Source: an optimization exercise on an open RTL-to-GDS flow (aim: small area, a short achievable clock period and few clock cycles). Production flows keep margins and buffers that such runs may drop.
Only simulation tests tie the RTL to the original design; equivalence was not proved.
Power and IR drop assume default switching activity.

==> flow/design.v <==
`timescale 1ns/1ps
module issue_ctrl (
    input  logic        clk,
    input  logic        rstn,
    input  logic        in_valid,
    input  logic [31:0] in_word,
    input  logic        res_credit,
    output logic        issue,
    output logic [31:0] issue_word,
    output logic        in_credit
);
    localparam int IN_DEPTH        = 4;
    localparam int OUT_CREDITS_MAX = 4;
    localparam int IN_PTR_W        = $clog2(IN_DEPTH);
    localparam int OUT_CREDIT_W    = $clog2(OUT_CREDITS_MAX + 1);
    logic [31:0]             fifo_mem [IN_DEPTH];
    logic [IN_PTR_W-1:0]     wr_ptr;
    logic [IN_PTR_W-1:0]     rd_ptr;
    logic [IN_PTR_W:0]       count;
    logic [OUT_CREDIT_W-1:0] out_credits;
    logic                    fifo_empty;
    assign fifo_empty = (count == '0);
    assign issue      = !fifo_empty && (out_credits != '0);
    assign issue_word = fifo_mem[rd_ptr];
    always_ff @(posedge clk) begin
        if (in_valid) begin
            fifo_mem[wr_ptr] <= in_word;
        end
    end
    always_ff @(posedge clk) begin
        if (!rstn) begin
            wr_ptr <= '0;
            rd_ptr <= '0;
            count  <= '0;
        end else begin
            if (in_valid) begin
                wr_ptr <= wr_ptr + 1'b1;
            end
            if (issue) begin
                rd_ptr <= rd_ptr + 1'b1;
            end
            count <= count + {{IN_PTR_W{1'b0}}, in_valid} - {{IN_PTR_W{1'b0}}, issue};
        end
    end
    always_ff @(posedge clk) begin
        if (!rstn) begin
            out_credits <= '0;
            in_credit   <= 1'b0;
        end else begin
            out_credits <= out_credits + {{(OUT_CREDIT_W-1){1'b0}}, res_credit}
                                       - {{(OUT_CREDIT_W-1){1'b0}}, issue};
            in_credit   <= issue;
        end
    end
endmodule
`timescale 1ns/1ps
module inst_decode (
    input  logic        clk,
    input  logic        rstn,
    input  logic        issue,
    input  logic [31:0] issue_word,
    output logic [4:0]  uop_alu_op,
    output logic        uop_use_imm,
    output logic [31:0] uop_imm,
    output logic [4:0]  uop_rd,
    output logic        uop_illegal,
    output logic        uop_valid
);
    localparam logic [16:0] OP17_ADD  = 17'h00020;
    localparam logic [16:0] OP17_SUB  = 17'h00022;
    localparam logic [16:0] OP17_SLT  = 17'h00024;
    localparam logic [16:0] OP17_SLTU = 17'h00025;
    localparam logic [16:0] OP17_NOR  = 17'h00028;
    localparam logic [16:0] OP17_AND  = 17'h00029;
    localparam logic [16:0] OP17_OR   = 17'h0002a;
    localparam logic [16:0] OP17_XOR  = 17'h0002b;
    localparam logic [16:0] OP17_SLL  = 17'h0002e;
    localparam logic [16:0] OP17_SRL  = 17'h0002f;
    localparam logic [16:0] OP17_SRA  = 17'h00030;
    localparam logic [16:0] OP17_SLLI = 17'h00081;
    localparam logic [16:0] OP17_SRLI = 17'h00089;
    localparam logic [16:0] OP17_SRAI = 17'h00091;
    localparam logic [9:0] OP10_ADDI  = 10'h00a;
    localparam logic [9:0] OP10_SLTI  = 10'h008;
    localparam logic [9:0] OP10_SLTUI = 10'h009;
    localparam logic [9:0] OP10_ANDI  = 10'h00d;
    localparam logic [9:0] OP10_ORI   = 10'h00e;
    localparam logic [9:0] OP10_XORI  = 10'h00f;
    localparam logic [6:0] OP7_LU12I  = 7'h0a;
    localparam logic [4:0] ALU_ADD  = 5'd0;
    localparam logic [4:0] ALU_SUB  = 5'd1;
    localparam logic [4:0] ALU_SLT  = 5'd2;
    localparam logic [4:0] ALU_SLTU = 5'd3;
    localparam logic [4:0] ALU_AND  = 5'd4;
    localparam logic [4:0] ALU_OR   = 5'd5;
    localparam logic [4:0] ALU_NOR  = 5'd6;
    localparam logic [4:0] ALU_XOR  = 5'd7;
    localparam logic [4:0] ALU_SLL  = 5'd8;
    localparam logic [4:0] ALU_SRL  = 5'd9;
    localparam logic [4:0] ALU_SRA  = 5'd10;
    localparam logic [4:0] ALU_LUI  = 5'd11;
    localparam logic [4:0] ALU_NONE = 5'h1f;
    logic [16:0] op17;
    logic [9:0]  op10;
    logic [6:0]  op7;
    logic [4:0]  dec_alu_op;
    logic        dec_use_imm;
    logic [31:0] dec_imm;
    logic        dec_illegal;
    assign op17 = issue_word[31:15];
    assign op10 = issue_word[31:22];
    assign op7  = issue_word[31:25];
    always_comb begin
        dec_use_imm = 1'b0;
        dec_imm     = '0;
        dec_alu_op  = ALU_NONE;
        case (op17)
            OP17_ADD:  dec_alu_op = ALU_ADD;
            OP17_SUB:  dec_alu_op = ALU_SUB;
            OP17_SLT:  dec_alu_op = ALU_SLT;
            OP17_SLTU: dec_alu_op = ALU_SLTU;
            OP17_AND:  dec_alu_op = ALU_AND;
            OP17_OR:   dec_alu_op = ALU_OR;
            OP17_NOR:  dec_alu_op = ALU_NOR;
            OP17_XOR:  dec_alu_op = ALU_XOR;
            OP17_SLL, OP17_SLLI: dec_alu_op = ALU_SLL;
            OP17_SRL, OP17_SRLI: dec_alu_op = ALU_SRL;
            OP17_SRA, OP17_SRAI: dec_alu_op = ALU_SRA;
            default: ;
        endcase
        if (op17 == OP17_SLLI || op17 == OP17_SRLI || op17 == OP17_SRAI) begin
            dec_use_imm = 1'b1;
            dec_imm     = {27'b0, issue_word[14:10]};
        end
        case (op10)
            OP10_ADDI:  dec_alu_op = ALU_ADD;
            OP10_SLTI:  dec_alu_op = ALU_SLT;
            OP10_SLTUI: dec_alu_op = ALU_SLTU;
            OP10_ANDI:  dec_alu_op = ALU_AND;
            OP10_ORI:   dec_alu_op = ALU_OR;
            OP10_XORI:  dec_alu_op = ALU_XOR;
            default: ;
        endcase
        case (op10)
            OP10_ADDI, OP10_SLTI, OP10_SLTUI: begin
                dec_use_imm = 1'b1;
                dec_imm     = {{20{issue_word[21]}}, issue_word[21:10]};
            end
            OP10_ANDI, OP10_ORI, OP10_XORI: begin
                dec_use_imm = 1'b1;
                dec_imm     = {20'b0, issue_word[21:10]};
            end
            default: ;
        endcase
        if (op7 == OP7_LU12I) begin
            dec_alu_op  = ALU_LUI;
            dec_use_imm = 1'b1;
            dec_imm     = {issue_word[24:5], 12'b0};
        end
        dec_illegal = (dec_alu_op == ALU_NONE);
    end
    always_ff @(posedge clk) begin
        if (!rstn || !issue) begin
            uop_alu_op  <= '0;
            uop_use_imm <= 1'b0;
            uop_imm     <= '0;
            uop_rd      <= '0;
            uop_illegal <= 1'b0;
            uop_valid   <= 1'b0;
        end else begin
            uop_alu_op  <= dec_alu_op;
            uop_use_imm <= dec_use_imm;
            uop_imm     <= dec_imm;
            uop_rd      <= issue_word[4:0];
            uop_illegal <= dec_illegal;
            uop_valid   <= 1'b1;
        end
    end
endmodule
`timescale 1ns/1ps
module operand_fetch (
    input  logic        clk,
    input  logic        rstn,
    input  logic        issue,
    input  logic [31:0] issue_word,
    input  logic [4:0]  wb_rd,
    input  logic [31:0] wb_value,
    input  logic        wb_write,
    output logic [31:0] ops_src1,
    output logic [31:0] ops_src2
);
    logic [31:0] regs [32];
    logic [4:0]  rj;
    logic [4:0]  rk;
    logic [31:0] rj_val;
    logic [31:0] rk_val;
    logic [4:0]  rj_q;
    logic [4:0]  rk_q;
    logic [31:0] src1_q;
    logic [31:0] src2_q;
    always_ff @(posedge clk) begin
        if (!rstn) begin
            for (int i = 0; i < 32; i++) begin
                regs[i] <= '0;
            end
        end else if (wb_write && wb_rd != '0) begin
            regs[wb_rd] <= wb_value;
        end
    end
    assign rj = issue_word[9:5];
    assign rk = issue_word[14:10];
    assign rj_val = (rj == '0) ? '0 : (wb_write && wb_rd == rj) ? wb_value : regs[rj];
    assign rk_val = (rk == '0) ? '0 : (wb_write && wb_rd == rk) ? wb_value : regs[rk];
    always_ff @(posedge clk) begin
        if (issue) begin
            rj_q   <= rj;
            rk_q   <= rk;
            src1_q <= rj_val;
            src2_q <= rk_val;
        end
    end
    always_comb begin
        ops_src1 = src1_q;
        ops_src2 = src2_q;
        if (wb_write && rj_q != '0 && wb_rd == rj_q) begin
            ops_src1 = wb_value;
        end
        if (wb_write && rk_q != '0 && wb_rd == rk_q) begin
            ops_src2 = wb_value;
        end
    end
endmodule
`timescale 1ns/1ps
module exec_alu (
    input  logic        clk,
    input  logic        rstn,
    input  logic [4:0]  uop_alu_op,
    input  logic        uop_use_imm,
    input  logic [31:0] uop_imm,
    input  logic [4:0]  uop_rd,
    input  logic        uop_illegal,
    input  logic        uop_valid,
    input  logic [31:0] ops_src1,
    input  logic [31:0] ops_src2,
    output logic [4:0]  wb_rd,
    output logic [31:0] wb_value,
    output logic        wb_illegal,
    output logic        wb_write,
    output logic        res_valid
);
    localparam logic [4:0] ALU_ADD  = 5'd0;
    localparam logic [4:0] ALU_SUB  = 5'd1;
    localparam logic [4:0] ALU_SLT  = 5'd2;
    localparam logic [4:0] ALU_SLTU = 5'd3;
    localparam logic [4:0] ALU_AND  = 5'd4;
    localparam logic [4:0] ALU_OR   = 5'd5;
    localparam logic [4:0] ALU_NOR  = 5'd6;
    localparam logic [4:0] ALU_XOR  = 5'd7;
    localparam logic [4:0] ALU_SLL  = 5'd8;
    localparam logic [4:0] ALU_SRL  = 5'd9;
    localparam logic [4:0] ALU_SRA  = 5'd10;
    localparam logic [4:0] ALU_LUI  = 5'd11;
    logic [31:0] op_b;
    logic [4:0]  shamt;
    logic [31:0] result;
    assign op_b  = uop_use_imm ? uop_imm : ops_src2;
    assign shamt = op_b[4:0];
    always_comb begin
        case (uop_alu_op)
            ALU_ADD:  result = ops_src1 + op_b;
            ALU_SUB:  result = ops_src1 - op_b;
            ALU_SLT:  result = {31'b0, $signed(ops_src1) < $signed(op_b)};
            ALU_SLTU: result = {31'b0, ops_src1 < op_b};
            ALU_AND:  result = ops_src1 & op_b;
            ALU_OR:   result = ops_src1 | op_b;
            ALU_NOR:  result = ~(ops_src1 | op_b);
            ALU_XOR:  result = ops_src1 ^ op_b;
            ALU_SLL:  result = ops_src1 << shamt;
            ALU_SRL:  result = ops_src1 >> shamt;
            ALU_SRA:  result = $unsigned($signed(ops_src1) >>> shamt);
            ALU_LUI:  result = op_b;
            default:  result = '0;
        endcase
    end
    always_ff @(posedge clk) begin
        if (!rstn) begin
            res_valid <= 1'b0;
            wb_write  <= 1'b0;
        end else begin
            res_valid <= uop_valid;
            wb_write  <= uop_valid && !uop_illegal;
        end
    end
    always_ff @(posedge clk) begin
        wb_rd      <= uop_rd;
        wb_value   <= result;
        wb_illegal <= uop_illegal;
    end
endmodule
`timescale 1ns/1ps
module exec_core (
    input  logic        clk,
    input  logic        rstn,
    input  logic        in_valid,
    input  logic [31:0] in_word,
    input  logic        res_credit,
    output logic        in_credit,
    output logic        res_valid,
    output logic [4:0]  res_rd,
    output logic [31:0] res_value,
    output logic        res_illegal,
    output logic        res_write
);
    logic        issue;
    logic [31:0] issue_word;
    logic [4:0]  uop_alu_op;
    logic        uop_use_imm;
    logic [31:0] uop_imm;
    logic [4:0]  uop_rd;
    logic        uop_illegal;
    logic        uop_valid;
    logic [31:0] ops_src1;
    logic [31:0] ops_src2;
    logic [4:0]  wb_rd;
    logic [31:0] wb_value;
    logic        wb_illegal;
    logic        wb_write;
    issue_ctrl u_issue_ctrl (
        .clk        (clk),
        .rstn       (rstn),
        .in_valid   (in_valid),
        .in_word    (in_word),
        .res_credit (res_credit),
        .issue      (issue),
        .issue_word (issue_word),
        .in_credit  (in_credit)
    );
    inst_decode u_inst_decode (
        .clk         (clk),
        .rstn        (rstn),
        .issue       (issue),
        .issue_word  (issue_word),
        .uop_alu_op  (uop_alu_op),
        .uop_use_imm (uop_use_imm),
        .uop_imm     (uop_imm),
        .uop_rd      (uop_rd),
        .uop_illegal (uop_illegal),
        .uop_valid   (uop_valid)
    );
    operand_fetch u_operand_fetch (
        .clk        (clk),
        .rstn       (rstn),
        .issue      (issue),
        .issue_word (issue_word),
        .wb_rd      (wb_rd),
        .wb_value   (wb_value),
        .wb_write   (wb_write),
        .ops_src1   (ops_src1),
        .ops_src2   (ops_src2)
    );
    exec_alu u_exec_alu (
        .clk         (clk),
        .rstn        (rstn),
        .uop_alu_op  (uop_alu_op),
        .uop_use_imm (uop_use_imm),
        .uop_imm     (uop_imm),
        .uop_rd      (uop_rd),
        .uop_illegal (uop_illegal),
        .uop_valid   (uop_valid),
        .ops_src1    (ops_src1),
        .ops_src2    (ops_src2),
        .wb_rd       (wb_rd),
        .wb_value    (wb_value),
        .wb_illegal  (wb_illegal),
        .wb_write    (wb_write),
        .res_valid   (res_valid)
    );
    assign res_rd      = wb_rd;
    assign res_value   = wb_value;
    assign res_illegal = wb_illegal;
    assign res_write   = wb_write;
endmodule
==> flow/run.sh <==
#!/bin/bash
# synth_recipe.tcl (not shown) runs the flow's synth.tcl, then flattens the netlist and writes it again
# the make line also repeats each setting of config.mk as NAME=value (left out here)
make -C /OpenROAD-flow-scripts/flow DESIGN_CONFIG=/design/flow/config.mk WORK_HOME=/design/flow/orfs CLKGATE_MAP_FILE= SYNTH_SCRIPT=/design/flow/synth_recipe.tcl finish
==> flow/config.mk <==
export PLATFORM = sky130hd
export DESIGN_NAME = exec_core
export DESIGN_NICKNAME = exec_core
export VERILOG_FILES = /design/flow/design.v
export SDC_FILE = /design/flow/constraint.sdc
export NUM_CORES = 4
export LEC_CHECK = 0
export CAP_MARGIN = 20
export CORE_MARGIN = 2
export CORE_UTILIZATION = 40
export SLEW_MARGIN = 20
==> flow/constraint.sdc <==
create_clock -name core_clock -period 6.0 [get_ports {clk}]
set_input_delay 1.2000 -clock core_clock [delete_from_list [all_inputs] [get_ports {clk}]]
set_output_delay 1.2000 -clock core_clock [all_outputs]
set_load 0.01 [all_outputs]
==> results_tabular.tex <==
\begin{tabular}{lr}
\hline
Metric & Value \\
\hline
\multicolumn{2}{l}{\textbf{STA}} \\
Slew @ Worst Pin & 1210 ps \\
Post-route minimum period & 5640 ps \\
Post-route clock period utilization & 94.0\% \\
Unrepaired setup endpoints after global routing & no \\
Max Clk Rate & 177 MHz \\
Final Skew & 32.9 ps \\
Rel. slew slack & 18.8\% \\
Fin Setup TNS & 0 ps \\
Hold Worst Slack & 340 ps \\
Count of final max-slew check failures & 0 \\
Setup violations, final & 0 \\
Number of endpoints with negative hold slack in the final report & 0 \\
\multicolumn{2}{l}{\textbf{Floorplan}} \\
Height of the die & 437 µm \\
Width of the chip & 437 µm \\
DIE AREA & 191000 µm² \\
Standard-cell rows & 159 \\
Placeable core region & 187000 µm² \\
Initial cell density of the core & 40.1\% \\
Boundary pin count & 77 \\
\multicolumn{2}{l}{\textbf{Drt}} \\
Routed Antenna Nets & 0 \\
Vias per inst & 6.29 \\
Vias after detailed routing & 51203 \\
Detailed-routing iteration count for the pre-antenna-repair pass & 8 \\
Final wirelength & 276 mm \\
DRC violations left & 0 \\
Post-DR wirelength/cell & 33.9 µm \\
Iteration-0 DRC Markers & 7326 \\
\multicolumn{2}{l}{\textbf{Logic synthesis}} \\
Netlist area before placement & 75100 µm² \\
Number of library cell types mapped by synthesis & 95 \\
Primary flip-flop cell chosen by synthesis mapping & edfxtp\_1 \\
Syn Inst Count & 5525 \\
Post-synthesis area per instance & 13.6 µm² \\
Post-synth EDFFs & 1226 \\
Post-synthesis sequential area ratio & 51.6\% \\
Warning count from the yosys run & 4 \\
Async set or reset register ratio after synthesis & 0\% \\
Number of synthesized register bits & 1324 \\
\multicolumn{2}{l}{\textbf{Pwr}} \\
Worst vdd ir & 469 µV \\
Static leakage power & 30.5 nW \\
Total power divided by cell area & 529 nW/µm² \\
\multicolumn{2}{l}{\textbf{Setup path}} \\
Kind of critical path & register to register \\
Arrival time at the worst endpoint & 6350 ps \\
R2r worst-path depth & 18 \\
Critical path startpoint category & register \\
Required time at the endpoint of the critical path & 6710 ps \\
Nature of the critical path endpoint & register \\
Crit Path Max Fanout & 12 \\
\multicolumn{2}{l}{\textbf{CTS}} \\
Reg clk slew, reported paths & 60 ps \\
TritonCTS clock tree & done \\
Clk sink count & 1324 \\
Insertion delay of the later-clocked pin in the worst-skew pair & 830 ps \\
Number of buffers between clock root and the deepest sink & 3 \\
Count of hold buffers inserted by post-cts repair & 0 \\
TritonCTS Buffers & 149 \\
Number of levels in the clock H-tree & 4 \\
Post-CTS repair timing setup buffer count & 0 \\
Quantity of gates resized following cts & 0 \\
Buffer type at the clock tree root & clkbuf\_16 \\
\multicolumn{2}{l}{\textbf{Layout}} \\
Commonest non-fill, non-tap cells in the layout & 1226 x edfxtp\_1, 949 x and2\_1, 660 x mux4\_2 \\
Multi-input combinational cell area & 34500 µm² \\
Most common cell after layout, fill and taps aside & edfxtp\_1 \\
Flip-flop and latch area & 38800 µm² \\
Total number of nets in the final design & 5661 \\
Area overhead of the layout relative to synthesis & 13.0\% \\
Area of all placed cells without fillers & 84900 µm² \\
\# fillers & 16364 \\
Share of cells above drive strength 1 & 22.6\% \\
\multicolumn{2}{l}{\textbf{Flow run}} \\
Max-cap check violation count & 0 \\
\multicolumn{2}{l}{\textbf{GRT}} \\
Met2 routing resource usage after global routing & 43.2\% \\
Met1 demand-to-capacity share in global routing & 38.1\% \\
Global route overflow & 0 \\
Most used routing layer & met2 \\
Antenna violations before repair & 17 \\
Global-route met3 utilization & 6.03\% \\
GRT Overall Usage & 28.6\% \\
Vias in the first global route & 50553 \\
Pin count of the biggest net entering global routing & 79 \\
Global-route wire length before repair & 387 mm \\
\multicolumn{2}{l}{\textbf{Status}} \\
Result of the run & timing/DRC/antenna clean \\
\multicolumn{2}{l}{\textbf{Placement}} \\
Post-DP HPWL & 181 mm \\
Final Wtd Congestion & 0.977 \\
DP Area & 80000 µm² \\
Port-buffer cells & 76 \\
\multicolumn{2}{l}{\textbf{Hold path}} \\
Instance count along the most critical hold path & 0 \\
Min-Delay Path Class & register to register \\
\hline
\end{tabular}
critical path, cell delays in order, from the launching register on:
cell,delay [ps]
dfxtp_1,600
xor2_1,120
nor3_1,260
and3_2,540
buf_4,330
mux2i_1,210
buf_4,170
inv_1,60
ha_1,420
inv_1,200
nor2_1,360
nand3_1,120
a211oi_1,350
o21ai_0,300
a21boi_0,340
o21ai_0,190
and3_1,200
a311o_1,320
a2111o_1,400
cell families after synthesis:
family	count (synthesis)	synth area share (%)
buffers and inverters	657	3.41
AND/OR/NAND/NOR	1703	12.3
adder cells (fa/ha/maj)	110	1.87
XOR/XNOR	32	0.383
AO/OA/AOI/OAI	723	6.24
multiplexers	975	24.1
other	1	0.00499
flip-flops	1324	51.6
cells in the mapped netlist (8+ instances only):
cell	count	area, µm²
buf_1	73	274
a221o_1	10	100
nand3_1	42	210
o211ai_1	18	135
mux2i_1	298	2980
nor2_1	299	1120
edfxtp_1	1226	36800
xor2_1	13	114
or3_1	9	56.3
o21ai_0	183	916
o221ai_1	13	114
and2_1	950	5940
xnor2_1	18	158
and3_1	10	62.6
o21bai_1	18	135
inv_1	115	432
o31ai_1	11	82.6
a221oi_1	16	140
mux4_2	668	15000
nand2_1	208	781
a211oi_1	90	676
o22ai_1	25	156
nor4_1	13	81.3
dfxtp_1	98	1960
a31oi_1	29	181
buf_2	29	145
nand4_1	14	87.6
or4_1	9	67.6
a21o_1	17	128
a21oi_1	184	921
nor3_1	94	470
nor2b_1	13	81.3
mux2_2	9	101
clkbuf_1	423	1590
o21a_1	8	60.1
nand2b_1	14	87.6
ha_1	106	1330
final cells by class:
| class | count | share of cell area [%] |
|---|---|---|
| clock inverter | 80 | 0.951 |
| antenna | 6 | 0.0177 |
| sequential | 1324 | 45.7 |
| inverter | 123 | 0.562 |
| timing repair buffer | 342 | 3.68 |
| clock buffer | 191 | 4.81 |
| tap | 2495 | 3.68 |
| multi-input combinational | 3575 | 40.6 |
registers in the layout (all words and copies together) (netlist names), 32 cells and up, named ones only:
name                    cells
u_operand_fetch.regs     1024
u_issue_ctrl.fifo_mem     128
u_exec_alu.wb_value        32
u_inst_decode.uop_imm      32
u_operand_fetch.src1_q     32
u_operand_fetch.src2_q     32
per-stage QoR:
stage	utilization [%]	worst slack, ps	instances	power [W]
floorplan	-	533	5556	0.0261
global placement	42.7	532	7855	0.0353
detailed placement	42.7	439	7858	0.0353
CTS	45.3	409	8129	0.0445
global route	45.3	68.6	8130	0.0464
finish	45.3	359	8136	0.0449
routing by layer:
metal  wire length, µm  share of wire [%]  vias to the layer above
li1                  -                  -                    21113
met4             18800                6.8                        4
met1            107000                 39                    26451
met3             27300                9.9                      617
met2            123000                 45                     3018
met5                16             0.0058                        -
worst paths after layout:
kind	slack (ps)	endpoint	start
worst min register to register	340	u_exec_alu.wb_rd[3]$_DFF_P_	u_inst_decode.uop_rd[3]$_SDFF_PN0_
worst max-delay path	360	u_exec_alu.wb_value[31]$_DFF_P_	u_exec_alu.wb_rd[0]$_DFF_P_
worst min-delay path	340	u_exec_alu.wb_rd[3]$_DFF_P_	u_inst_decode.uop_rd[3]$_SDFF_PN0_
worst max register to register	360	u_exec_alu.wb_value[31]$_DFF_P_	u_exec_alu.wb_rd[0]$_DFF_P_
where the power goes:
group	internal, W	switching (W)	leakage [nW]
registers	0.0111	0.000768	13.2
clock network	0.00528	0.00401	2.38
logic	0.00867	0.0151	14.9
total	0.0250	0.0199	30.5
Testbench counts, summed over its fixed seeds: cycles 12,024.

## separate check: timing with driven ports
The results above use ideal ports. As a check the final layout listed here was re-extracted and re-timed, cells and wires unchanged. Step 1 sets driving cells, clkbuf_16 on the clock port and buf_2 on the other inputs (assumed; they add their load-dependent delay and slew). Step 2 also shifts input and output timing later by t, the mid clock arrival at the registers, as if the neighbouring blocks saw the same clock. Three values: ideal ports, drivers, drivers and shift; two values: the first two.
shift t [ns]: 0.904
slack for setup (ns): 0.359 / 0.359 / 0.359
hold WS [ns]: 0.340 / 0.340 / 0.340
After both steps setup and hold are still met in this run. The setup slack of this run moves by 0.000 ns with the drivers and by 0.000 ns with both steps.
